This design comes from an exercise in tuning for small area, a short achievable clock period and few clock cycles per item on the open sky130 flow, not from production work. Where RTL was checked, it was by simulation tests only, not by an equivalence proof against the original. No functional check of the RTL was part of run 2. No activity file was given, so power comes from the tool's default toggle rates.

`flow/config.mk`:
```
export PLATFORM = sky130hd
export DESIGN_NAME = hid_keyboard_report_builder
export DESIGN_NICKNAME = hid_keyboard_report_builder
export VERILOG_FILES = /design/flow/design.v
export SDC_FILE = /design/flow/constraint.sdc
export NUM_CORES = 4
export LEC_CHECK = 0
export CAP_MARGIN = 20
export CORE_MARGIN = 2
export CORE_UTILIZATION = 45
export PLACE_DENSITY = 0.6
export SLEW_MARGIN = 20
```
`flow/constraint.sdc`:
```
create_clock -name core_clock -period 7.5 [get_ports {clock}]
set_input_delay 1.5000 -clock core_clock [delete_from_list [all_inputs] [get_ports {clock}]]
set_output_delay 1.5000 -clock core_clock [all_outputs]
set_load 0.01 [all_outputs]
```
`flow/design.v`:
```
package hkrb_pkg;
   localparam int KEY_SLOTS_DEF   = 16;
   localparam int BLOCK_SLOTS_DEF = 4;
   localparam int REPORT_KEYS     = 6;
   localparam int MODIFIER_COUNT  = 8;
   localparam logic [2:0] FN_PRESS_MOD   = 3'd0;
   localparam logic [2:0] FN_RELEASE_MOD = 3'd1;
   localparam logic [2:0] FN_PRESS_KEY   = 3'd2;
   localparam logic [2:0] FN_RELEASE_KEY = 3'd3;
   localparam logic [2:0] FN_BLOCK       = 3'd4;
   localparam logic [2:0] FN_UNBLOCK     = 3'd5;
   localparam logic [2:0] FN_REPORT      = 3'd6;
   localparam logic [2:0] FN_QUERY       = 3'd7;
   localparam logic [1:0] ERR_OK         = 2'd0;
   localparam logic [1:0] ERR_KEY_FULL   = 2'd1;
   localparam logic [1:0] ERR_BLOCK_FULL = 2'd2;
   localparam logic [1:0] ERR_BAD_HANDLE = 2'd3;
   typedef struct packed {
      logic [7:0]  code;
      logic [7:0]  count;
      logic        reported;
      logic [63:0] act;
   } key_entry_type;
   typedef struct packed {
      logic          en;
      key_entry_type data;
   } key_wr_type;
endpackage
module hkrb_key_mem #(
   parameter int DEPTH = hkrb_pkg::KEY_SLOTS_DEF
) (
   input  logic                        clock,
   input  hkrb_pkg::key_wr_type        wr,
   input  logic [$clog2(DEPTH)-1:0]    wr_addr,
   input  logic [$clog2(DEPTH)-1:0]    rd_addr,
   output hkrb_pkg::key_entry_type     rd_data
);
   localparam int W = $bits(rd_data);
   logic [W-1:0] mem [0:DEPTH-1];
   logic [W-1:0] rd_data_ff;
   always_ff @(posedge clock) begin
      if (wr.en) begin
         mem[wr_addr] <= wr.data;
      end
      rd_data_ff <= mem[rd_addr];
   end
   assign rd_data = rd_data_ff;
endmodule
module hid_keyboard_report_builder #(
   parameter int KEY_SLOTS   = hkrb_pkg::KEY_SLOTS_DEF,
   parameter int BLOCK_SLOTS = hkrb_pkg::BLOCK_SLOTS_DEF
) (
   input  logic        clock,
   input  logic        reset,
   input  logic        start,
   output logic        busy,
   input  logic [2:0]  req_func,
   input  logic [2:0]  req_modifier_index,
   input  logic [7:0]  req_keycode,
   input  logic [63:0] req_timestamp,
   input  logic [1:0]  req_block_handle,
   output logic        rsp_valid,
   output logic        rsp_has_report,
   output logic [7:0]  rsp_modifier_bits,
   output logic [7:0]  rsp_key_slot0,
   output logic [7:0]  rsp_key_slot1,
   output logic [7:0]  rsp_key_slot2,
   output logic [7:0]  rsp_key_slot3,
   output logic [7:0]  rsp_key_slot4,
   output logic [7:0]  rsp_key_slot5,
   output logic [1:0]  rsp_handle_out,
   output logic [1:0]  rsp_error_code
);
   localparam int K  = KEY_SLOTS;
   localparam int B  = BLOCK_SLOTS;
   localparam int NM = hkrb_pkg::MODIFIER_COUNT;
   localparam int NR = hkrb_pkg::REPORT_KEYS;
   localparam int RW = (B > 1) ? $clog2(B) : 1;
   function automatic logic le64(input logic [63:0] a, input logic [63:0] b);
      logic [63:0] lt, eq;
      lt = ~a & b;
      eq = ~(a ^ b);
      for (int w = 1; w < 64; w = w * 2)
         for (int i = 0; i + w < 64; i = i + 2 * w) begin
            lt[i] = lt[i+w] | (eq[i+w] & lt[i]);
            eq[i] = eq[i+w] & eq[i];
         end
      le64 = lt[0] | eq[0];
   endfunction
   function automatic logic [1:0] fa(input logic a, input logic b, input logic c);
      fa = {(a & b) | (a & c) | (b & c), a ^ b ^ c};
   endfunction
   function automatic logic [3:0] pc15(input logic [14:0] x);
      logic [1:0] p0, p1, p2, p3, p4, q0, q1, r0, r1, r2, u;
      p0 = fa(x[0], x[1], x[2]);
      p1 = fa(x[3], x[4], x[5]);
      p2 = fa(x[6], x[7], x[8]);
      p3 = fa(x[9], x[10], x[11]);
      p4 = fa(x[12], x[13], x[14]);
      q0 = fa(p0[0], p1[0], p2[0]);
      q1 = fa(p3[0], p4[0], q0[0]);
      r0 = fa(p0[1], p1[1], p2[1]);
      r1 = fa(p3[1], p4[1], q0[1]);
      r2 = fa(r0[0], r1[0], q1[1]);
      u  = fa(r0[1], r1[1], r2[1]);
      pc15 = {u[1], u[0], r2[0], q1[0]};
   endfunction
   logic [7:0]  mod_cnt_ff [NM];
   logic [K-1:0] kv_ff;                  
   logic [7:0]  kcode_ff [K];
   logic [7:0]  kcnt_ff  [K];
   logic [K-1:0] krep_ff;
   logic [63:0] kact_ff  [K];
   logic [K-1:0] kvis_ff;                
   logic        older_ff [K][K];         
   logic [B-1:0] bv_ff;
   logic [63:0] btime_ff [B];
   logic [RW-1:0] brank_ff [B];
   logic        last_empty_ff;
   logic        sw_act_ff;               
   logic [1:0]  sw_grp_ff;               
   logic        rep_pend_ff;             
   logic        rsp_valid_ff, rsp_report_ff;
   logic [7:0]  rsp_keys_ff [NR];
   logic [1:0]  rsp_handle_ff, rsp_err_ff;
   logic acc;
   assign acc = start && !reset && !rep_pend_ff;
   logic f_pmod, f_rmod, f_pkey, f_rkey, f_blk, f_ublk;
   assign f_pmod = acc && req_func == hkrb_pkg::FN_PRESS_MOD;
   assign f_rmod = acc && req_func == hkrb_pkg::FN_RELEASE_MOD;
   assign f_pkey = acc && req_func == hkrb_pkg::FN_PRESS_KEY;
   assign f_rkey = acc && req_func == hkrb_pkg::FN_RELEASE_KEY;
   assign f_blk  = acc && req_func == hkrb_pkg::FN_BLOCK;
   assign f_ublk = acc && req_func == hkrb_pkg::FN_UNBLOCK;
   logic f_rep_acc, f_rep;
   assign f_rep_acc = acc && req_func == hkrb_pkg::FN_REPORT;
   assign f_rep  = (f_rep_acc || (rep_pend_ff && !reset)) && !sw_act_ff;
   logic [7:0] mod_nz;
   always_comb
      for (int m = 0; m < NM; m++) mod_nz[m] = (mod_cnt_ff[m] != 8'd0);
   logic [7:0] mod_sel, mod_new;
   assign mod_sel = mod_cnt_ff[req_modifier_index];
   always_comb begin
      mod_new = mod_sel;
      if (f_pmod && mod_sel != 8'hFF) mod_new = mod_sel + 8'd1;
      if (f_rmod && mod_sel != 8'h00) mod_new = mod_sel - 8'd1;
   end
   logic [K-1:0] match, free_first;
   logic         hit, full;
   logic [7:0]   cnt_sel, cnt_inc, cnt_dec;
   always_comb begin
      cnt_sel = '0;
      for (int i = 0; i < K; i++) begin
         match[i] = kv_ff[i] && (kcode_ff[i] == req_keycode);
         if (match[i]) cnt_sel = cnt_sel | kcnt_ff[i];
      end
      hit  = |match;
      full = &kv_ff;
      free_first = '0;
      for (int i = K - 1; i >= 0; i--)
         if (!kv_ff[i]) free_first = K'(1) << i;
   end
   assign cnt_inc = (cnt_sel != 8'hFF) ? cnt_sel + 8'd1 : cnt_sel;
   assign cnt_dec = (cnt_sel != 8'h00) ? cnt_sel - 8'd1 : cnt_sel;
   logic rel_remove;     
   always_comb begin
      rel_remove = 1'b0;
      for (int i = 0; i < K; i++)
         if (match[i] && krep_ff[i]) rel_remove = 1'b1;
      rel_remove = rel_remove && (cnt_dec == 8'd0);
   end
   logic         ins;
   logic [K-1:0] ins_v;
   assign ins   = f_pkey && !hit && !full;
   assign ins_v = ins ? free_first : '0;
   logic [B-1:0] bfree_first, brank0, brank1, bhnd;
   logic         bany_free;
   logic [RW-1:0] bactive_n, hnd_rank;
   logic         hnd_ok, blocked;
   logic [63:0]  lim_cur;
   always_comb begin
      bfree_first = '0;
      bany_free   = 1'b0;
      bactive_n   = '0;
      lim_cur     = '0;
      hnd_rank    = '0;
      for (int s = 0; s < B; s++) begin
         if (!bv_ff[s] && !bany_free) begin
            bfree_first[s] = 1'b1;
            bany_free      = 1'b1;
         end
         if (bv_ff[s]) bactive_n = bactive_n + RW'(1);
         brank0[s] = bv_ff[s] && brank_ff[s] == RW'(0);
         brank1[s] = bv_ff[s] && brank_ff[s] == RW'(1);
         bhnd[s]   = bv_ff[s] && 2'(s) == req_block_handle;
         if (brank0[s]) lim_cur = lim_cur | btime_ff[s];
         if (bhnd[s])   hnd_rank = hnd_rank | brank_ff[s];
      end
      blocked = |brank0;
      hnd_ok  = |bhnd;
   end
   logic         lim_chg, lim_blocked;
   always_comb begin
      lim_chg     = 1'b0;
      lim_blocked = 1'b1;
      if (f_blk && !blocked) lim_chg = 1'b1;
      if (f_ublk && hnd_ok && hnd_rank == RW'(0)) begin
         lim_chg     = 1'b1;
         lim_blocked = |brank1;
      end
   end
   logic vis_ins;
   assign vis_ins = !blocked || le64(req_timestamp, lim_cur);
   localparam int NG = 4;
   localparam int GS = K / NG;
   logic [GS-1:0] sw_vis;
   logic [63:0]   sw_act [GS];
   always_comb begin
      for (int c = 0; c < GS; c++) begin
         sw_act[c] = '0;
         for (int g = 0; g < NG; g++)
            if (sw_grp_ff == 2'(g)) sw_act[c] = sw_act[c] | kact_ff[g*GS+c];
         sw_vis[c] = le64(sw_act[c], lim_cur);
      end
   end
   logic [K-1:0] purge, cand, reached, placed, purged;
   logic [3:0]   nbef [K];
   logic [14:0]  older_c [K];
   always_comb begin
      for (int i = 0; i < K; i++) begin
         purge[i] = kv_ff[i] && krep_ff[i] && (kcnt_ff[i] == 8'd0);
         cand[i]  = kv_ff[i] && !purge[i] && kvis_ff[i];
      end
      for (int i = 0; i < K; i++) begin
         for (int j = 0; j < K; j++) begin
            if (j < i) older_c[i][j]   = older_ff[j][i] && cand[j];
            if (j > i) older_c[i][j-1] = !older_ff[i][j] && cand[j];
         end
         nbef[i]    = pc15(older_c[i]);
         reached[i] = nbef[i] < 4'(NR);
         placed[i]  = f_rep && reached[i] && cand[i];
         purged[i]  = f_rep && reached[i] && purge[i];
      end
   end
   logic [7:0] slot [NR];
   always_comb begin
      for (int k = 0; k < NR; k++) begin
         slot[k] = '0;
         for (int i = 0; i < K; i++)
            if (placed[i] && nbef[i] == 4'(k)) slot[k] = slot[k] | kcode_ff[i];
      end
   end
   always_ff @(posedge clock) begin
      rsp_valid_ff <= (acc && !f_rep_acc) || f_rep;
      if (f_rep_acc && sw_act_ff) rep_pend_ff <= 1'b1;
      if (f_rep) rep_pend_ff <= 1'b0;
      if (acc || f_rep) begin
         rsp_report_ff <= f_rep;
         for (int k = 0; k < NR; k++) rsp_keys_ff[k] <= slot[k];
         rsp_handle_ff <= '0;
         rsp_err_ff    <= hkrb_pkg::ERR_OK;
         if (f_pkey && !hit && full) rsp_err_ff <= hkrb_pkg::ERR_KEY_FULL;
         if (f_blk) begin
            if (!bany_free) rsp_err_ff <= hkrb_pkg::ERR_BLOCK_FULL;
            for (int s = 0; s < B; s++)
               if (bfree_first[s]) rsp_handle_ff <= 2'(s);
         end
         if (f_ublk && !hnd_ok) rsp_err_ff <= hkrb_pkg::ERR_BAD_HANDLE;
      end
      if (f_pmod || f_rmod) mod_cnt_ff[req_modifier_index] <= mod_new;
      if (sw_act_ff) begin
         sw_grp_ff <= sw_grp_ff + 2'd1;
         if (sw_grp_ff == 2'(NG - 1)) sw_act_ff <= 1'b0;
      end
      if (lim_chg) begin
         sw_act_ff <= lim_blocked;
         sw_grp_ff <= 2'd0;
      end
      for (int i = 0; i < K; i++) begin
         if (sw_act_ff && sw_grp_ff == 2'(i / GS)) kvis_ff[i] <= sw_vis[i % GS];
         if (lim_chg && !lim_blocked) kvis_ff[i] <= 1'b1;
         if (ins_v[i]) begin
            kcode_ff[i] <= req_keycode;
            kact_ff[i]  <= req_timestamp;
            kcnt_ff[i]  <= 8'd1;
            krep_ff[i]  <= 1'b0;
            kvis_ff[i]  <= vis_ins;
            kv_ff[i]    <= 1'b1;
         end
         if (match[i] && f_pkey) kcnt_ff[i] <= cnt_inc;
         if (match[i] && f_rkey) begin
            kcnt_ff[i] <= cnt_dec;
            if (rel_remove) kv_ff[i] <= 1'b0;
         end
         if (placed[i]) krep_ff[i] <= 1'b1;
         if (purged[i]) kv_ff[i] <= 1'b0;
         for (int j = i + 1; j < K; j++) begin
            if (ins_v[i]) older_ff[i][j] <= 1'b0;
            if (ins_v[j]) older_ff[i][j] <= 1'b1;
         end
      end
      if (f_rep) last_empty_ff <= !(|mod_nz || |cand);
      if (f_blk) begin
         for (int s = 0; s < B; s++)
            if (bfree_first[s]) begin
               bv_ff[s]    <= 1'b1;
               btime_ff[s] <= req_timestamp;
               brank_ff[s] <= bactive_n;
            end
      end
      if (f_ublk && hnd_ok) begin
         for (int s = 0; s < B; s++) begin
            if (bhnd[s]) bv_ff[s] <= 1'b0;
            else if (bv_ff[s] && brank_ff[s] > hnd_rank) brank_ff[s] <= brank_ff[s] - RW'(1);
         end
      end
      if (reset) begin
         rsp_valid_ff  <= 1'b0;
         rep_pend_ff   <= 1'b0;
         sw_act_ff     <= 1'b0;
         kv_ff         <= '0;
         bv_ff         <= '0;
         last_empty_ff <= 1'b1;
         for (int m = 0; m < NM; m++) mod_cnt_ff[m] <= 8'd0;
      end
   end
   assign busy              = rep_pend_ff;
   assign rsp_valid         = rsp_valid_ff;
   assign rsp_has_report    = !last_empty_ff || |mod_nz || |kv_ff;
   assign rsp_modifier_bits = rsp_report_ff ? mod_nz : 8'd0;
   assign rsp_key_slot0     = rsp_keys_ff[0];
   assign rsp_key_slot1     = rsp_keys_ff[1];
   assign rsp_key_slot2     = rsp_keys_ff[2];
   assign rsp_key_slot3     = rsp_keys_ff[3];
   assign rsp_key_slot4     = rsp_keys_ff[4];
   assign rsp_key_slot5     = rsp_keys_ff[5];
   assign rsp_handle_out    = rsp_handle_ff;
   assign rsp_error_code    = rsp_err_ff;
endmodule
```
`flow/run.sh`:
```
#!/bin/bash
# synth_recipe.tcl (not shown) runs the flow's synth.tcl, then flattens the netlist and writes it again
# the make line also repeats each setting of config.mk as NAME=value (left out here)
make -C /OpenROAD-flow-scripts/flow DESIGN_CONFIG=/design/flow/config.mk WORK_HOME=/design/flow/orfs CLKGATE_MAP_FILE= SYNTH_SCRIPT=/design/flow/synth_recipe.tcl finish
```
==> results_dict.tcl, run 1 <==
set metrics [dict create \
    p_per_area_nw_per_um2 254 \
    outcome "finished clean" \
    syn_area_per_cell_um2 13.2 \
    core_area_um2 192000 \
    drt_first_pass_iters 12 \
    worst_ir_drop_vdd_uv 274 \
    ys_seq_area_share_pct 60.8 \
    worstPathCellList "nor4_1 -> nand4_1 -> and3_1 -> buf_4 -> and2_1 -> fa_1 -> inv_1 -> fa_1 -> fa_1 -> fa_1 -> fa_1 -> nand2b_1 -> nor3_2 -> buf_4 -> a22o_1 -> a221oi_1 -> nand4_1 -> a211o_1" \
    drc 0 \
    cts_buffers 195 \
    grt_pass1_vias 60200 \
    grt_first_pass_wirelength_um 461000 \
    yosys.area.top_type_share_pct 55.4 \
    final_nets 7410 \
    critical_path_class "reg -> reg" \
    period_needed_ns 6.82 \
    skew_ns 0.0664 \
    worstHoldPathType "reg -> reg" \
    wire_per_inst_um 34.6 \
    clk_path_buf_depth 3 \
    cts_setup_buffers 0 \
    fp.dieArea_um2 197000 \
    setup_violations 0 \
    rsz0062_at_grt "no" \
    syn_nets 7172 \
    die_h_um 444 \
    cts_max_level 4 \
    grt_antenna_before_repair 10 \
    p_leak_nw 35.6 \
    grt_max_degree 85 \
    insertion_delay_ns 0.89 \
    fill_cells 16400 \
    synth_edf_count 1605 \
    max_stage_delay_ns 0.92 \
    path_common_cell "fa_1" \
    start_util_pct 45.2 \
    vias 62000 \
    instances_no_fill 9492 \
    fp-row-count 161 \
    wirelength_um 328000 \
    crit_buf_inv 3 \
    ys_ff_latch 1839 \
    maxCapViolCount 0 \
    cts_tree "done" \
    synth_cell_type_count 97 \
    critPathArrivalTime_ns 7.52 \
    gp_congestion 1.06 \
    cts_root_buf "clkbuf_16" \
    cp_max_fo 18 \
    finalHoldViolCount 0 \
    period_share_pct 90.9 \
    antenna_left 0 \
    via_per_inst 6.54 \
    hpwlAfterDp_um 220000 \
    fmax_mhz 147 \
    slew_violations 0 \
    grt_usage_pct 32.8 \
    area.growth.synth_to_final_pct 14.1 \
    port_buffers 145 \
    tns_ns 0 \
    grt-ovfl-total 0 \
    netlist_instances 6563 \
    worst_pin_slew_ns 1.37 \
    postSynth.asyncResetShare_pct 0 \
    drive_above_1_share_pct 11.1 \
    synth_warnings 12 \
    synth_area_leader_cell "edfxtp_1" \
    drtIter0Drc 8280 \
    critPathRequiredTime_ns 8.20 \
    startpoint_type "flip-flop" \
    clk_pin_slew_ns 0.06 \
    synthFlopType "edfxtp_1" \
    cpMaxStageDelayCell "nor3_2" \
    io_pins 146 \
    relSlewSlack_pct 8.86 \
    cts_resized 0 \
    power_mw 25.2 \
    die_w_um 444 \
    hold_ws_ns 0.450 \
    yosys-top-cells-area "edfxtp_1 55%, dfxtp_1 5.4%, ha_1 5.0%" \
    crit_path_end_kind "flip-flop" \
    cts_hold_buffers 0 \
    crit_family "simple AND/OR/NAND/NOR gates" \
    cts_sinks 1839 \
    syn-cell-area_um2 86900 \
    placedCellCount 9130 \
]
## logic make-up after synthesis
family	Yosys count	synth area share, %
adders and majority gates	526	9.09
AOI/OAI and AO/OA	1576	14.5
and+or+nand+nor	1721	10.1
DFF	1839	60.8
muxes	52	0.682
xor gates and xnor gates	145	1.46
buffers and inverters	704	3.35
## layer usage
layer	up-vias	global-route usage, %	wire [µm]
li1	26100	-	-
met1	31700	43.7	131000
met5	-	0.0977	54
met4	8	16.3	19400
met2	3395	50.8	148000
met3	822	7.24	29200
## Yosys cell counts, types with 15 or more instances
cell,n
a211oi_1,63
a21o_1,111
a21oi_1,105
a221o_1,15
a221oi_1,336
a222oi_1,90
a22o_1,324
a22oi_1,266
and2_1,85
and3_1,58
and4_1,31
buf_1,87
buf_2,48
buf_6,15
clkbuf_1,253
clkbuf_2,19
dfxtp_1,234
edfxtp_1,1605
fa_1,176
ha_1,350
inv_1,273
mux2i_1,39
nand2_1,521
nand2b_1,106
nand3_1,114
nand4_1,165
nor2_1,339
nor2b_1,45
nor3_1,72
nor4_1,62
o2111ai_1,27
o21a_1,17
o21ai_0,105
o22ai_1,22
o31ai_1,18
xnor2_1,49
xor2_1,96
## sequential cells by signal, indices dropped and copies added (netlist names), 2 cells and up
register / count
bv_ff: 4
kcode_ff: 128
brank_ff: 8
kcnt_ff: 128
kact_ff: 1024
sw_grp_ff: 2
older_ff: 120
rsp_err_ff: 2
rsp_handle_ff: 2
krep_ff: 16
btime_ff: 256
kvis_ff: 16
mod_cnt_ff: 64
rsp_keys_ff: 48
kv_ff: 16
## placed cells by master, fill, tap and decap left out, drive strengths merged, types with 106 or more instances in the layout
master	Yosys	routed
nand4	167	167
a22o	324	324
a22oi	267	267
a21o	111	111
inv	273	279
clkdlybuf4s50	0	143
edfxtp	1605	1605
a221oi	346	346
nand3	119	119
buf	158	328
ha	350	350
clkbuf	272	240
nand2b	106	106
nand2	522	522
nor2	349	349
dfxtp	234	234
fa	176	176
## worst register-to-register path, stage by stage, from the launching register on
cell and delay [ns]:
edfxtp_1 0.41, nor4_1 0.29, nand4_1 0.39, and3_1 0.37, buf_4 0.21, and2_1 0.20
fa_1 0.45, inv_1 0.18, fa_1 0.48, fa_1 0.47, fa_1 0.47, fa_1 0.62
nand2b_1 0.24, nor3_2 0.92, buf_4 0.36, a22o_1 0.15, a221oi_1 0.05, nand4_1 0.14
a211o_1 0.25
## power by group
group          leakage, nW  switching (mW)  total, mW  internal (mW)
clock network         3.04            4.20       9.58           5.38
logic                 16.3            2.73       4.47           1.74
registers             16.3          0.0312       11.2           11.1
## worst paths after layout
kind                                     from           endpoint  slack [ns]  cells past startpoint
worst max register to register  kcnt_ff[1][3]  rsp_keys_ff[5][3]        0.68                     18
worst min-delay path             older_ff[39]       older_ff[39]        0.45                      2
worst max-delay path            kcnt_ff[1][3]  rsp_keys_ff[5][3]        0.68                     18
worst min register to register   older_ff[39]       older_ff[39]        0.45                      2
## metrics by stage
step | setup slack (ns) | cell area [µm²] | utilization (%)
final | 0.682 | 99200 | 51.6
after global routing | 0.739 | 99200 | 51.6
after CTS | 1.06 | 99100 | 51.6
after detailed placement | 0.316 | 92900 | 48.3
after global placement | 0.417 | 92900 | 48.3
after floorplan | 1.49 | 86900 | -
## final cells by class
class / instances / area, µm² / share of cell area (%)
flip-flops and latches: 1839 / 52900 / 53.3
multi-input cells: 4020 / 31500 / 31.8
clock buffers: 240 / 5080 / 5.12
repair buffers: 471 / 4320 / 4.35
well taps: 2526 / 3160 / 3.19
clock inverters: 118 / 1170 / 1.18
inverters: 274 / 1080 / 1.09
diodes: 4 / 10.0 / 0.0101
Testbench counts, summed over its fixed seeds: cycles 4,890, items 4,800.
==> inputs of run 2 (changes only) <==
--- a/flow/design.v
+++ b/flow/design.v
@@ -78,2 +78,4 @@
    localparam int RW = (B > 1) ? $clog2(B) : 1;
+   localparam int NG = 4;                 
+   localparam int GS = K / NG;            
    function automatic logic le64(input logic [63:0] a, input logic [63:0] b);
@@ -107,32 +109,33 @@
    endfunction
-   logic [7:0]  mod_cnt_ff [NM];
+   logic [7:0]   mod_cnt_ff [NM];
    logic [K-1:0] kv_ff;                  
-   logic [7:0]  kcode_ff [K];
-   logic [7:0]  kcnt_ff  [K];
+   logic [7:0]   kcode_ff [K];
+   logic [7:0]   kcnt_ff  [K];
+   logic [K-1:0] kcz_ff;                 
    logic [K-1:0] krep_ff;
-   logic [63:0] kact_ff  [K];
+   logic [63:0]  kact_ff  [K];
    logic [K-1:0] kvis_ff;                
-   logic        older_ff [K][K];         
+   logic         older_ff [K][K];        
    logic [B-1:0] bv_ff;
-   logic [63:0] btime_ff [B];
+   logic [63:0]  btime_ff [B];
    logic [RW-1:0] brank_ff [B];
-   logic        last_empty_ff;
-   logic        sw_act_ff;               
-   logic [1:0]  sw_grp_ff;               
-   logic        rep_pend_ff;             
-   logic        rsp_valid_ff, rsp_report_ff;
-   logic [7:0]  rsp_keys_ff [NR];
-   logic [1:0]  rsp_handle_ff, rsp_err_ff;
+   logic         last_empty_ff;
+   logic         sw_act_ff;              
+   logic [1:0]   sw_grp_ff;              
+   logic         rep_pend_ff;            
+   logic         rsp_valid_ff, rsp_report_ff;
+   logic [K-1:0] placed_ff;              
+   logic [2:0]   pos_ff [K];             
+   logic [1:0]   rsp_handle_ff, rsp_err_ff;
    logic acc;
    assign acc = start && !reset && !rep_pend_ff;
-   logic f_pmod, f_rmod, f_pkey, f_rkey, f_blk, f_ublk;
-   assign f_pmod = acc && req_func == hkrb_pkg::FN_PRESS_MOD;
-   assign f_rmod = acc && req_func == hkrb_pkg::FN_RELEASE_MOD;
-   assign f_pkey = acc && req_func == hkrb_pkg::FN_PRESS_KEY;
-   assign f_rkey = acc && req_func == hkrb_pkg::FN_RELEASE_KEY;
-   assign f_blk  = acc && req_func == hkrb_pkg::FN_BLOCK;
-   assign f_ublk = acc && req_func == hkrb_pkg::FN_UNBLOCK;
-   logic f_rep_acc, f_rep;
+   logic f_pmod, f_rmod, f_pkey, f_rkey, f_blk, f_ublk, f_rep_acc, f_rep;
+   assign f_pmod    = acc && req_func == hkrb_pkg::FN_PRESS_MOD;
+   assign f_rmod    = acc && req_func == hkrb_pkg::FN_RELEASE_MOD;
+   assign f_pkey    = acc && req_func == hkrb_pkg::FN_PRESS_KEY;
+   assign f_rkey    = acc && req_func == hkrb_pkg::FN_RELEASE_KEY;
+   assign f_blk     = acc && req_func == hkrb_pkg::FN_BLOCK;
+   assign f_ublk    = acc && req_func == hkrb_pkg::FN_UNBLOCK;
    assign f_rep_acc = acc && req_func == hkrb_pkg::FN_REPORT;
-   assign f_rep  = (f_rep_acc || (rep_pend_ff && !reset)) && !sw_act_ff;
+   assign f_rep     = (f_rep_acc || (rep_pend_ff && !reset)) && !sw_act_ff;
    logic [7:0] mod_nz;
@@ -147,3 +150,3 @@
    end
-   logic [K-1:0] match, free_first;
+   logic [K-1:0] match, free_first, rel_rm;
    logic         hit, full;
@@ -153,3 +156,4 @@
       for (int i = 0; i < K; i++) begin
-         match[i] = kv_ff[i] && (kcode_ff[i] == req_keycode);
+         match[i]  = kv_ff[i] && (kcode_ff[i] == req_keycode);
+         rel_rm[i] = match[i] && krep_ff[i] && kcnt_ff[i][7:1] == 7'd0;
          if (match[i]) cnt_sel = cnt_sel | kcnt_ff[i];
@@ -164,13 +168,4 @@
    assign cnt_dec = (cnt_sel != 8'h00) ? cnt_sel - 8'd1 : cnt_sel;
-   logic rel_remove;     
-   always_comb begin
-      rel_remove = 1'b0;
-      for (int i = 0; i < K; i++)
-         if (match[i] && krep_ff[i]) rel_remove = 1'b1;
-      rel_remove = rel_remove && (cnt_dec == 8'd0);
-   end
-   logic         ins;
-   logic [K-1:0] ins_v;
-   assign ins   = f_pkey && !hit && !full;
-   assign ins_v = ins ? free_first : '0;
+   logic ins;
+   assign ins = f_pkey && !hit && !full;
    logic [B-1:0] bfree_first, brank0, brank1, bhnd;
@@ -201,3 +196,3 @@
    end
-   logic         lim_chg, lim_blocked;
+   logic lim_chg, lim_blocked;
    always_comb begin
@@ -213,4 +208,2 @@
    assign vis_ins = !blocked || le64(req_timestamp, lim_cur);
-   localparam int NG = 4;
-   localparam int GS = K / NG;
    logic [GS-1:0] sw_vis;
@@ -230,4 +223,4 @@
       for (int i = 0; i < K; i++) begin
-         purge[i] = kv_ff[i] && krep_ff[i] && (kcnt_ff[i] == 8'd0);
-         cand[i]  = kv_ff[i] && !purge[i] && kvis_ff[i];
+         purge[i] = kv_ff[i] && krep_ff[i] && kcz_ff[i];
+         cand[i]  = kv_ff[i] && !(krep_ff[i] && kcz_ff[i]) && kvis_ff[i];
       end
@@ -244,10 +237,2 @@
    end
-   logic [7:0] slot [NR];
-   always_comb begin
-      for (int k = 0; k < NR; k++) begin
-         slot[k] = '0;
-         for (int i = 0; i < K; i++)
-            if (placed[i] && nbef[i] == 4'(k)) slot[k] = slot[k] | kcode_ff[i];
-      end
-   end
    always_ff @(posedge clock) begin
@@ -256,5 +241,6 @@
       if (f_rep) rep_pend_ff <= 1'b0;
+      placed_ff <= placed;
+      for (int i = 0; i < K; i++) pos_ff[i] <= nbef[i][2:0];
       if (acc || f_rep) begin
          rsp_report_ff <= f_rep;
-         for (int k = 0; k < NR; k++) rsp_keys_ff[k] <= slot[k];
          rsp_handle_ff <= '0;
@@ -281,3 +267,3 @@
          if (lim_chg && !lim_blocked) kvis_ff[i] <= 1'b1;
-         if (ins_v[i]) begin
+         if (free_first[i]) begin
             kcode_ff[i] <= req_keycode;
@@ -285,10 +271,15 @@
             kcnt_ff[i]  <= 8'd1;
+            kcz_ff[i]   <= 1'b0;
             krep_ff[i]  <= 1'b0;
             kvis_ff[i]  <= vis_ins;
-            kv_ff[i]    <= 1'b1;
          end
-         if (match[i] && f_pkey) kcnt_ff[i] <= cnt_inc;
+         if (ins && free_first[i]) kv_ff[i] <= 1'b1;
+         if (match[i] && f_pkey) begin
+            kcnt_ff[i] <= cnt_inc;
+            kcz_ff[i]  <= 1'b0;
+         end
          if (match[i] && f_rkey) begin
             kcnt_ff[i] <= cnt_dec;
-            if (rel_remove) kv_ff[i] <= 1'b0;
+            kcz_ff[i]  <= kcnt_ff[i][7:1] == 7'd0;
+            if (rel_rm[i]) kv_ff[i] <= 1'b0;
          end
@@ -297,4 +288,4 @@
          for (int j = i + 1; j < K; j++) begin
-            if (ins_v[i]) older_ff[i][j] <= 1'b0;
-            if (ins_v[j]) older_ff[i][j] <= 1'b1;
+            if (free_first[i]) older_ff[i][j] <= 1'b0;
+            if (free_first[j]) older_ff[i][j] <= 1'b1;
          end
@@ -326,2 +317,10 @@
    end
+   logic [7:0] slot [NR];
+   always_comb begin
+      for (int k = 0; k < NR; k++) begin
+         slot[k] = '0;
+         for (int i = 0; i < K; i++)
+            if (placed_ff[i] && pos_ff[i] == 3'(k)) slot[k] = slot[k] | kcode_ff[i];
+      end
+   end
    assign busy              = rep_pend_ff;
@@ -330,8 +329,8 @@
    assign rsp_modifier_bits = rsp_report_ff ? mod_nz : 8'd0;
-   assign rsp_key_slot0     = rsp_keys_ff[0];
-   assign rsp_key_slot1     = rsp_keys_ff[1];
-   assign rsp_key_slot2     = rsp_keys_ff[2];
-   assign rsp_key_slot3     = rsp_keys_ff[3];
-   assign rsp_key_slot4     = rsp_keys_ff[4];
-   assign rsp_key_slot5     = rsp_keys_ff[5];
+   assign rsp_key_slot0     = slot[0];
+   assign rsp_key_slot1     = slot[1];
+   assign rsp_key_slot2     = slot[2];
+   assign rsp_key_slot3     = slot[3];
+   assign rsp_key_slot4     = slot[4];
+   assign rsp_key_slot5     = slot[5];
    assign rsp_handle_out    = rsp_handle_ff;
--- a/flow/config.mk
+++ b/flow/config.mk
@@ -11,2 +11,3 @@
 export PLACE_DENSITY = 0.6
+export SETUP_SLACK_MARGIN = 3.5
 export SLEW_MARGIN = 20
==> run 2 against run 1 <==
Still clean on timing, DRC and antenna; worst hold slack gained 0.0039 ns; critical path type is now reg -> out; largest cell class unchanged; total power up 2.7%; routed wire length grew 3.5%; combinational power increased by 9.2%; clock-buffer cell count is 12 higher; highest routed layer unchanged.
==> results_dict.tcl, run 2 <==
set metrics [dict create \
    setup_slack_ns 3.20 \
    multi_input_area_um2 36300 \
    drt_first_pass_iters 6 \
    crit_path_end_kind "primary output" \
    p_sw_mw 7.22 \
    maxCapViolCount 0 \
    p_per_area_nw_per_um2 236 \
    relSlewSlack_pct 24.3 \
    postSynth.asyncResetShare_pct 0 \
    critPathRequiredTime_ns 6.00 \
    post-place-ws_ns 1.04 \
    antenna_left 0 \
    tns_ns 0 \
    grt_usage_pct 33.7 \
    hold_ws_ns 0.454 \
    r2r_setup_slack_ns 3.24 \
    syn_nets 7269 \
    syn_area_per_cell_um2 13.1 \
    via_per_inst 6.47 \
    cts_root_buf "clkbuf_16" \
    synth_common_cells "1,573 x edfxtp_1, 534 x nand2_1, 458 x a22o_1, 449 x a221oi_1, 438 x nor2_1" \
    start_util_pct 45.3 \
    p_leak_nw 41.0 \
    period_share_pct 57.4 \
    syn-cell-area_um2 87300 \
    synth_warnings 12 \
    grt_first_pass_wirelength_um 476000 \
    netlist_instances 6660 \
    insertion_delay_ns 0.87 \
    yosys.area.top_type_share_pct 54.1 \
    top_regs "kact_ff: 1024 flops, btime_ff: 256 flops" \
    worst_ir_drop_vdd_uv 235 \
    port_buffers 145 \
    drc 0 \
    clk_pin_slew_ns 0.06 \
    rsz0062_at_grt "yes" \
    drive_above_1_share_pct 28.3 \
    worst_pin_slew_ns 1.14 \
    critical_path_class "reg -> out" \
    synth_cell_type_count 92 \
    fp.dieArea_um2 197000 \
    seqPwrFrac_pct 43.7 \
    die_w_um 444 \
    period_needed_ns 4.30 \
    wire_per_inst_um 33.8 \
    cts_max_level 4 \
    cp_max_fo 7 \
    clk_path_buf_depth 3 \
    regArea_um2 53500 \
    cts_tree "done" \
    final_common_cell "edfxtp_1" \
    ys_seq_area_share_pct 61.0 \
    area.growth.synth_to_final_pct 25.9 \
    yosys.cell_count.top_type "edfxtp_1" \
    finalInstanceArea_um2 110000 \
    setup_violations 0 \
    slew_violations 0 \
    core_area_um2 193000 \
    wirelength_um 340000 \
    grt-ovfl-total 0 \
    drtIter0Drc 7497 \
    power_mw 25.9 \
    skew_ns 0.0487 \
    synth_area_leader_cell "edfxtp_1" \
    grt_antenna_before_repair 25 \
    critPathArrivalTime_ns 2.80 \
    fp-row-count 161 \
    io_pins 146 \
    yosys-top-cells-area "edfxtp_1 54%, dfxtp_1 6.8%, ha_1 5.0%" \
    gp_congestion 1.03 \
    hpwlAfterDp_um 210000 \
    final_cell_mix "1,573 x edfxtp_1, 511 x buf_4, 458 x a22o_1, 454 x nand2_1, 355 x nor2_1" \
    fill_cells 15400 \
    regMostFlops "kact_ff" \
    cts_sinks 1871 \
    startpoint_type "flip-flop" \
    grt_max_degree 85 \
    p_comb_share_pct 18.8 \
    placed_area_um2 92400 \
    ys_ff_latch 1871 \
    final_nets 7964 \
    power.internal_mw 18.7 \
    largest_register_ffs 1024 \
    grt_pass1_vias 63700 \
    synth_edf_count 1573 \
    worstHoldPathType "reg -> reg" \
    cts_buffers 195 \
    clockPowerShare_pct 37.5 \
    die_h_um 444 \
    outcome "finished clean" \
    fmax_mhz 232 \
    synthFlopType "edfxtp_1" \
    cts_hold_buffers 0 \
    vias 65000 \
    finalHoldViolCount 0 \
    sw_frac_of_total_pct 27.9 \
]
## run 2: critical path, cell delays in order, from the launching register on
cell,delay (ns)
edfxtp_1,0.68
a22o_1,0.31
a221oi_1,0.23
nand4_1,0.44
buf_2,0.30
## run 2: metal layers
layer | vias up | wire length [µm] | track usage (%) | part of all wire (%)
met4 | 18 | 21500 | 18.1 | 6.3
met2 | 3604 | 155000 | 53.0 | 46
li1 | 27100 | - | - | -
met5 | - | 103 | 0 | 0.030
met3 | 1039 | 29700 | 6.94 | 8.7
met1 | 33200 | 133000 | 44.0 | 39
## run 2: logic make-up after synthesis
logic type	synth area share (%)
DFF	61.0
and+or+nand+nor	9.90
AOI/OAI and AO/OA	14.6
buffers and inverters	3.53
adders and majority gates	9.05
xor gates and xnor gates	1.44
muxes	0.538
## run 2: power by group through the flow
stage | Sequential (mW) | Clock [mW] | Combinational [mW]
floorplan | 11.5 | 0 | 2.66
detailed placement | 11.5 | 0 | 4.14
CTS | 11.3 | 9.80 | 4.80
global placement | 11.5 | 0 | 4.10
global route | 11.3 | 10.2 | 5.24
finish | 11.3 | 9.70 | 4.88
## run 2: worst paths after layout
path,cells past startpoint,from,end
worst min register to register,1,krep_ff[8],kv_ff[8]
worst max-delay path,4,kcode_ff[9][4],rsp_key_slot0[4]
worst min-delay path,1,krep_ff[8],kv_ff[8]
worst max register to register,17,kvis_ff[1],kv_ff[10]
## run 2: area by class of cell
| class | instances | area share (%) |
|---|---|---|
| timing repair buffer | 903 | 8.38 |
| tap | 2526 | 2.88 |
| sequential | 1871 | 48.6 |
| clock inverter | 105 | 1.05 |
| multi-input combinational | 4038 | 33.0 |
| inverter | 346 | 1.28 |
| antenna | 8 | 0.0182 |
| clock buffer | 252 | 4.75 |
## run 2: per-stage QoR
| step | cells | util (%) |
|---|---|---|
| global route | 10000 | 57.1 |
| CTS | 9860 | 55.5 |
| floorplan | 6660 | - |
| detailed placement | 9110 | 48.0 |
| global placement | 9106 | 48.0 |
| finish | 10000 | 57.1 |
## run 2: repair_timing
| action | 4_1_cts | 5_1_grt |
|---|---|---|
| pin swaps | 317 | 207 |
| endpoints found under the setup margin | 832 | 544 |
| setup buffers | 365 | 177 |
| gates cloned | 28 | 3 |
| resized for setup | 1333 | 349 |
==> inputs of run 3 (changes only) <==
--- a/flow/design.v
+++ b/flow/design.v
@@ -110,2 +110,3 @@
    logic [7:0]   mod_cnt_ff [NM];
+   logic [NM-1:0] mod_nz_ff;             
    logic [K-1:0] kv_ff;                  
@@ -121,9 +122,9 @@
    logic [RW-1:0] brank_ff [B];
+   logic [B-1:0] brank0_ff;              
    logic         last_empty_ff;
    logic         sw_act_ff;              
-   logic [1:0]   sw_grp_ff;              
+   logic [NG-1:0] sw_grp_ff;             
    logic         rep_pend_ff;            
    logic         rsp_valid_ff, rsp_report_ff;
-   logic [K-1:0] placed_ff;              
-   logic [2:0]   pos_ff [K];             
+   logic [NR-1:0] sel_ff [K];            
    logic [1:0]   rsp_handle_ff, rsp_err_ff;
@@ -141,4 +142,3 @@
    logic [7:0] mod_nz;
-   always_comb
-      for (int m = 0; m < NM; m++) mod_nz[m] = (mod_cnt_ff[m] != 8'd0);
+   assign mod_nz = mod_nz_ff;
    logic [7:0] mod_sel, mod_new;
@@ -187,3 +187,3 @@
          if (bv_ff[s]) bactive_n = bactive_n + RW'(1);
-         brank0[s] = bv_ff[s] && brank_ff[s] == RW'(0);
+         brank0[s] = brank0_ff[s];
          brank1[s] = bv_ff[s] && brank_ff[s] == RW'(1);
@@ -214,3 +214,3 @@
          for (int g = 0; g < NG; g++)
-            if (sw_grp_ff == 2'(g)) sw_act[c] = sw_act[c] | kact_ff[g*GS+c];
+            if (sw_grp_ff[g]) sw_act[c] = sw_act[c] | kact_ff[g*GS+c];
          sw_vis[c] = le64(sw_act[c], lim_cur);
@@ -241,4 +241,4 @@
       if (f_rep) rep_pend_ff <= 1'b0;
-      placed_ff <= placed;
-      for (int i = 0; i < K; i++) pos_ff[i] <= nbef[i][2:0];
+      for (int i = 0; i < K; i++)
+         for (int k = 0; k < NR; k++) sel_ff[i][k] <= placed[i] && nbef[i][2:0] == 3'(k);
       if (acc || f_rep) begin
@@ -255,6 +255,9 @@
       end
-      if (f_pmod || f_rmod) mod_cnt_ff[req_modifier_index] <= mod_new;
+      if (f_pmod || f_rmod) begin
+         mod_cnt_ff[req_modifier_index] <= mod_new;
+         mod_nz_ff[req_modifier_index]  <= f_pmod || mod_sel[7:1] != 7'd0;
+      end
       if (sw_act_ff) begin
-         sw_grp_ff <= sw_grp_ff + 2'd1;
-         if (sw_grp_ff == 2'(NG - 1)) sw_act_ff <= 1'b0;
+         sw_grp_ff <= sw_grp_ff << 1;
+         if (sw_grp_ff[NG-1]) sw_act_ff <= 1'b0;
       end
@@ -262,6 +265,6 @@
          sw_act_ff <= lim_blocked;
-         sw_grp_ff <= 2'd0;
+         sw_grp_ff <= NG'(1);
       end
       for (int i = 0; i < K; i++) begin
-         if (sw_act_ff && sw_grp_ff == 2'(i / GS)) kvis_ff[i] <= sw_vis[i % GS];
+         if (sw_act_ff && sw_grp_ff[i / GS]) kvis_ff[i] <= sw_vis[i % GS];
          if (lim_chg && !lim_blocked) kvis_ff[i] <= 1'b1;
@@ -293,2 +296,4 @@
       if (f_rep) last_empty_ff <= !(|mod_nz || |cand);
+      if (f_blk && !blocked) brank0_ff <= bfree_first;
+      if (f_ublk && hnd_ok && hnd_rank == RW'(0)) brank0_ff <= brank1;
       if (f_blk) begin
@@ -313,4 +318,6 @@
          bv_ff         <= '0;
+         brank0_ff     <= '0;
          last_empty_ff <= 1'b1;
          for (int m = 0; m < NM; m++) mod_cnt_ff[m] <= 8'd0;
+         mod_nz_ff     <= '0;
       end
@@ -322,3 +329,3 @@
          for (int i = 0; i < K; i++)
-            if (placed_ff[i] && pos_ff[i] == 3'(k)) slot[k] = slot[k] | kcode_ff[i];
+            if (sel_ff[i][k]) slot[k] = slot[k] | kcode_ff[i];
       end
--- a/flow/config.mk
+++ b/flow/config.mk
@@ -11,3 +11,3 @@
 export PLACE_DENSITY = 0.6
-export SETUP_SLACK_MARGIN = 3.5
+export SETUP_SLACK_MARGIN = 4.5
 export SLEW_MARGIN = 20
==> run 3 against run 2 <==
Clock skew increased by 0.020 ns; synthesized area increased by 0.96%; clock power increased by 8%; critical path depth increased by 1; highest routed layer unchanged; non-clock buffer count increased by 309; sequential power about the same; cell count increased by 3.7%; maximum frequency decreased by 2.5%; largest power group unchanged; global-route usage increased by 1.1 points; utilization increased by 2.6 points; clock-buffer cell count increased by 2.
==> results_dict.tcl, run 3 <==
set metrics [dict create \
    top_regs "kact_ff: 1024 flops, btime_ff: 256 flops" \
    syn-cell-area_um2 88100 \
    die_h_um 447 \
    cts_hold_buffers 0 \
    syn_area_per_cell_um2 13.1 \
    skew_ns 0.0684 \
    syn_nets 7306 \
    setup_violations 0 \
    cts_tree "done" \
    dr.max_layer_used "met5" \
    synth_area_leader_cell "edfxtp_1" \
    grt_usage_pct 34.8 \
    io_pins 146 \
    synth_cell_type_count 91 \
    antenna_left 0 \
    netlist_instances 6702 \
    clk_path_buf_depth 3 \
    fill_cells 15000 \
    area.growth.synth_to_final_pct 32.0 \
    post-place-ws_ns 0.676 \
    crit_path_end_kind "primary output" \
    synth_warnings 12 \
    postSynth.asyncResetShare_pct 0 \
    final_cell_mix "1,573 x edfxtp_1, 650 x buf_4, 474 x a22o_1, 442 x nand2_1, 327 x ha_1" \
    worstHoldPathType "reg -> reg" \
    gp_congestion 1.03 \
    power.internal_mw 19.2 \
    critPathArrivalTime_ns 2.91 \
    met1_length_um 133000 \
    regMostFlops "kact_ff" \
    finalHoldViolCount 0 \
    insertion_delay_ns 0.88 \
    via_per_inst 6.45 \
    crit_family "simple AND/OR/NAND/NOR gates" \
    grt_first_pass_wirelength_um 492000 \
    grt_antenna_before_repair 29 \
    sw_frac_of_total_pct 25.9 \
    cp_max_fo 4 \
    drtIter0Drc 8175 \
    final_common_cell "edfxtp_1" \
    die_w_um 447 \
    worst_pin_slew_ns 1.14 \
    largest_register_ffs 1024 \
    maxCapViolCount 0 \
    fp.dieArea_um2 199000 \
    period_needed_ns 4.41 \
    critPathRequiredTime_ns 6.00 \
    yosys.cell_count.top_type "edfxtp_1" \
    synthFlopType "edfxtp_1" \
    fmax_mhz 227 \
    fp-row-count 162 \
    tns_ns 0 \
    wl_met3_um 33300 \
    rsz0062_at_grt "yes" \
    max_stage_delay_ns 0.60 \
    period_share_pct 58.8 \
    cts_sinks 1917 \
    port_buffers 145 \
    worstPathCellList "buf_6 -> a22o_1 -> a221oi_2 -> nand4_1 -> buf_2" \
    grt_pass1_vias 64900 \
    slew_violations 0 \
    p_per_area_nw_per_um2 223 \
    relSlewSlack_pct 24.3 \
    core_area_um2 195000 \
    drive_above_1_share_pct 34.7 \
    start_util_pct 45.2 \
    seqPwrFrac_pct 44.7 \
    final_nets 8213 \
    worst_ir_drop_vdd_uv 198 \
    p_comb_share_pct 14.7 \
    p_leak_nw 43.4 \
    drc 0 \
    startpoint_type "flip-flop" \
    crit_buf_inv 2 \
    cts_root_buf "clkbuf_16" \
    ys_ff_latch 1917 \
    cts_max_level 4 \
    wire_per_inst_um 34.4 \
    wirelength_um 359000 \
    clockPowerShare_pct 40.6 \
    critical_path_class "reg -> out" \
    dr_wl_met2_um 165000 \
    drt_first_pass_iters 8 \
    ys_seq_area_share_pct 61.4 \
    outcome "finished clean" \
    synth_common_cells "1,573 x edfxtp_1, 585 x nand2_1, 475 x a22o_1, 471 x a221oi_1, 395 x clkbuf_1" \
    clk_pin_slew_ns 0.06 \
    cpMaxStageDelayCell "nand4_1" \
    p_sw_mw 6.72 \
    vias 67200 \
    yosys.area.top_type_share_pct 53.6 \
    grt_max_degree 63 \
    hpwlAfterDp_um 209000 \
    grt-ovfl-total 0 \
    yosys-top-cells-area "edfxtp_1 54%, dfxtp_1 7.8%, ha_1 4.9%" \
    synth_edf_count 1573 \
    cts_buffers 201 \
    setup_slack_ns 3.09 \
    r2r_setup_slack_ns 3.11 \
]
-- run 3: changes by cell type after synthesis, sizes merged, moves of 36 or more --
cell,previous run,this run
a211oi,105,69
clkbuf,260,402
dfxtp,298,344
inv,346,265
nand2,534,585
nand2b,107,67
nor2,448,341
-- run 3: layer usage --
| metal | up-vias | global-route usage (%) |
|---|---|---|
| met3 | 1376 | 7.64 |
| met2 | 4093 | 55.5 |
| met5 | - | 0 |
| met1 | 33900 | 43.7 |
| met4 | 14 | 20.4 |
| li1 | 27800 | - |
-- run 3: logic make-up (layout without fill, tap and decap cells) --
family	after synthesis	count (layout)	synth area share (%)
DFF	1917	1917	61.4
AOI/OAI and AO/OA	1645	1646	14.9
and+or+nand+nor	1641	1644	9.08
buffers and inverters	785	1857	3.66
adders and majority gates	521	521	8.90
xor gates and xnor gates	141	141	1.40
muxes	52	52	0.662
other	0	16	0
-- run 3: path summary, 6_finish.rpt --
| check | cells past startpoint | end | start |
|---|---|---|---|
| max reg2reg | 13 | kv_ff[12] | kvis_ff[0] |
| min | 1 | kv_ff[5] | krep_ff[5] |
| max | 5 | rsp_key_slot3[1] | kcode_ff[1][1] |
| min reg2reg | 1 | kv_ff[5] | krep_ff[5] |
-- run 3: layout make-up --
cell class / count / area (µm²) / share of cell area [%]
flip-flops and latches: 1917 / 54300 / 46.7
clock inverters: 118 / 1620 / 1.39
clock buffers: 254 / 5340 / 4.59
well taps: 2624 / 3280 / 2.82
repair inverters: 6 / 37.5 / 0.0323
repair buffers: 1212 / 13200 / 11.3
diodes: 16 / 40.0 / 0.0344
inverters: 267 / 1120 / 0.965
multi-input cells: 4004 / 37400 / 32.1
-- run 3: stage by stage --
step                std cells  hold WS [ns]  instance area [µm²]  power, mW  util [%]
finish                  10400         0.384               116000       25.9      59.7
global route            10400         0.410               116000       26.7      59.7
CTS                     10200         0.374               112000       25.8      57.4
detailed placement       9119         0.437                93700       14.8      48.1
global placement         9119         0.432                93700       14.8      48.1
floorplan                6702         0.420                90200       13.7         -
-- run 3: what timing repair did --
action                      CTS  global route
buffers inserted            646           176
gates resized for setup    1505           644
setup endpoints to repair  1799           890
pin swaps                   302           330
gates cloned                 69            20
-- run 3: power groups by stage --
stage	Combinational (mW)	Clock, mW	Sequential [mW]
2_1_floorplan	1.96	0	11.8
3_3_place_gp	2.87	0	11.9
5_1_grt	4.05	11.0	11.6
6_report	3.80	10.5	11.6
4_1_cts	3.56	10.6	11.6
3_5_place_dp	2.89	0	11.9
Testbench counts of run 3, summed over its fixed seeds: cycles 4,890, items 4,800.
==> inputs of run 4 (changes only) <==
--- a/flow/config.mk
+++ b/flow/config.mk
@@ -11,3 +11,3 @@
 export PLACE_DENSITY = 0.6
-export SETUP_SLACK_MARGIN = 4.5
+export SETUP_SLACK_MARGIN = 3.5
 export SLEW_MARGIN = 20
==> run 4 against run 3 <==
Worst setup slack worse by 0.21 ns; register-to-register slack worse by 0.05 ns; die area stayed put; final area is 5.0% lower; non-clock buffer count is 197 lower; global-route usage is 0.90 points lower; utilization is 3.0 points lower; highest routed layer unchanged; clock-buffer cell count is 14 higher; worst hold slack better by 0.070 ns; sequential power hardly changed.
==> results_dict.tcl, run 4 <==
set metrics [dict create \
    insertion_delay_ns 0.89 \
    fp.dieArea_um2 199000 \
    grt-ovfl-total 0 \
    critPathRequiredTime_ns 6.00 \
    relSlewSlack_pct 26.8 \
    gp_congestion 1.05 \
    die_w_um 447 \
    worstHoldPathType "reg -> reg" \
    reg2reg_depth 13 \
    yosys.cell_count.top_type "edfxtp_1" \
    worstPathCellList "buf_6 -> a22o_1 -> a221oi_2 -> nand4_1 -> buf_2" \
    grt_usage_pct 33.9 \
    multi_input_area_um2 35300 \
    crit_start "kcode_ff[8][5]" \
    yosys.area.top_type_share_pct 53.6 \
    wirelength_um 352000 \
    drt_first_pass_iters 11 \
    antenna_left 0 \
    largest_register_ffs 1024 \
    netlist_instances 6702 \
    max_stage_delay_ns 0.81 \
    clk_pin_slew_ns 0.06 \
    r2r-start "kvis_ff[0]" \
    critical_path_cell_count 5 \
    worst_ir_drop_vdd_uv 227 \
    drtIter0Drc 8006 \
    cts_sinks 1917 \
    grt_first_pass_wirelength_um 480000 \
    yosys-top-cells-area "edfxtp_1 54%, dfxtp_1 7.8%, ha_1 4.9%" \
    worst_pin_slew_ns 1.09 \
    finalHoldViolCount 0 \
    postSynth.asyncResetShare_pct 0 \
    port_buffers 145 \
    grt_max_degree 78 \
    grt_antenna_before_repair 36 \
    r2r_setup_slack_ns 3.06 \
    synthFlopType "edfxtp_1" \
    critPathArrivalTime_ns 3.12 \
    top_regs "kact_ff: 1024 flops, btime_ff: 256 flops" \
    cp_max_fo 3 \
    period_needed_ns 4.62 \
    vias 65800 \
    period_share_pct 61.6 \
    p_per_area_nw_per_um2 230 \
    p_leak_nw 41.2 \
    power_mw 25.4 \
    hold_ws_ns 0.454 \
    area.growth.synth_to_final_pct 25.4 \
    setup_violations 0 \
    startpoint_type "flip-flop" \
    maxCapViolCount 0 \
    drive_above_1_share_pct 28.6 \
    synth_area_leader_cell "edfxtp_1" \
    clk_path_buf_depth 3 \
    fill_cells 15600 \
    wire_per_inst_um 34.4 \
    cts_tree "done" \
    fp-row-count 162 \
    setup_slack_ns 2.88 \
    die_h_um 447 \
    crit_end "rsp_key_slot0[5]" \
    outcome "finished clean" \
    via_per_inst 6.44 \
    hpwlAfterDp_um 212000 \
    crit_buf_inv 2 \
    cts_root_buf "clkbuf_16" \
    ys_seq_area_share_pct 61.4 \
    critical_path_class "reg -> out" \
    drc 0 \
    syn-cell-area_um2 88100 \
    tns_ns 0 \
    final_common_cell "edfxtp_1" \
    fmax_mhz 216 \
    regMostFlops "kact_ff" \
    syn_area_per_cell_um2 13.1 \
    post-place-ws_ns 0.840 \
    skew_ns 0.0585 \
    syn_nets 7306 \
    timing.rr.end "sel_ff[2][2]" \
    synth_common_cells "1,573 x edfxtp_1, 585 x nand2_1, 475 x a22o_1, 471 x a221oi_1, 395 x clkbuf_1" \
    final_cell_mix "1,573 x edfxtp_1, 565 x buf_4, 499 x nand2_1, 473 x a22o_1, 336 x ha_1" \
    cpMaxStageDelayCell "nand4_1" \
    core_area_um2 195000 \
    ys_ff_latch 1917 \
    final_nets 8013 \
    slew_violations 0 \
    grt_pass1_vias 63100 \
    crit_family "simple AND/OR/NAND/NOR gates" \
    synth_edf_count 1573 \
    regArea_um2 54300 \
    start_util_pct 45.2 \
    io_pins 146 \
    synth_warnings 12 \
    cts_max_level 4 \
    cts_buffers 202 \
    crit_path_end_kind "primary output" \
    rsz0062_at_grt "yes" \
    synth_cell_type_count 91 \
]
-- run 4: cell type report --
cell class	instances	area share, %
repair buffers	1015	9.09
flip-flops and latches	1917	49.1
multi-input cells	4004	31.9
well taps	2624	2.97
clock buffers	268	5.01
repair inverters	2	0.0147
inverters	267	1.01
diodes	19	0.0430
clock inverters	95	0.804
-- run 4: worst register-to-register path: stages (launching register included) --
cell and delay, ns:
edfxtp_1 0.57, nand2_2 0.11, a21oi_4 0.14, buf_12 0.15, buf_6 0.10, buf_8 0.10
nand2_4 0.05, fa_1 0.59, fa_2 0.47, fa_2 0.37, fa_2 0.37, fa_2 0.60
nand4_1 0.27, nor3b_4 0.39
-- run 4: worst min path at each step --
stage / to / startpoint / depth (start not counted) / slack, ns
floorplan: older_ff[106] / older_ff[106] / 2 / 0.43
finish: older_ff[139] / older_ff[139] / 2 / 0.45
CTS: older_ff[140] / older_ff[140] / 2 / 0.45
detailed placement: older_ff[140] / older_ff[140] / 2 / 0.44
global route: older_ff[52] / older_ff[52] / 2 / 0.47
global placement: older_ff[105] / older_ff[105] / 2 / 0.44
-- run 4: cells by family after synthesis --
logic type               Yosys count  synth area share, %
AND/OR/NAND/NOR                 1641                 9.08
flip-flops                      1917                 61.4
AO/OA/AOI/OAI                   1645                 14.9
multiplexers                      52                0.662
XOR/XNOR                         141                 1.40
adder cells (fa/ha/maj)          521                 8.90
buffers and inverters            785                 3.66
-- run 4: through the flow --
step / cells / instance area (µm²) / utilization (%)
global placement: 9109 / 92300 / 47.4
floorplan: 6702 / 88500 / -
global route: 10200 / 110000 / 56.7
detailed placement: 9109 / 92300 / 47.4
finish: 10200 / 111000 / 56.7
CTS: 9984 / 106000 / 54.4
-- run 4: power breakdown --
| group | switching [mW] | internal, mW | total (mW) |
|---|---|---|---|
| sequential | 0.0697 | 11.5 | 11.6 |
| combinational | 2.40 | 1.64 | 4.04 |
| clock | 4.34 | 5.42 | 9.77 |
-- run 4: routing by layer --
metal,part of all wire [%],track usage (%),vias to the layer above
li1,-,-,27300
met3,9.0,7.40,1225
met2,46,54.3,3989
met1,37,42.1,33200
met4,7.9,20.4,22
met5,0.041,0.415,-
-- run 4: repair_timing --
item / CTS / global route
pin swaps: 326 / 297
cloned: 39 / 21
setup buffers: 473 / 187
resized for setup: 1083 / 657
endpoints found under the setup margin: 868 / 798
hold buffers: 0 / 0

## afterwards: timing with drivers on the ports
In the flow no input, the clock included, has a driving cell. The finished layouts below were timed again as built, in two steps. Step 1 (the two cells are an assumption about what drives the block):
set clk [get_ports {clock}]
set_driving_cell -lib_cell sky130_fd_sc_hd__clkbuf_16 $clk
set_driving_cell -lib_cell sky130_fd_sc_hd__buf_2 [delete_from_list [all_inputs] $clk]
Step 2 times the ports against the registers' clock, not the clock port: input delays grow and output delays shrink by t, the midpoint of the rising clock arrivals with the driver on. Slacks: no drivers / after step 1 / after step 2; pairs: no drivers / after step 1.
| run | t (ns) | slack for setup (ns) | worst register clock-pin slew, ns | worst data-port slew with drivers (ns) |
|---|---|---|---|---|
| run 1 | 0.940 | 0.682 / 0.682 / 0.124 | 0.07 / 0.07 | 0.16 |
| run 2 | 0.936 | 3.198 / 3.104 / 2.420 | 0.07 / 0.07 | 0.16 |
| run 3 | 0.942 | 3.087 / 2.988 / 2.440 | 0.07 / 0.07 | 0.24 |
| run 4 | 0.949 | 2.881 / 2.789 / 2.309 | 0.07 / 0.07 | 0.24 |
After both steps every run listed still meets setup and hold. The setup slack of run 2, which loses most, moves by -0.094 ns with the drivers and by -0.778 ns with both steps.
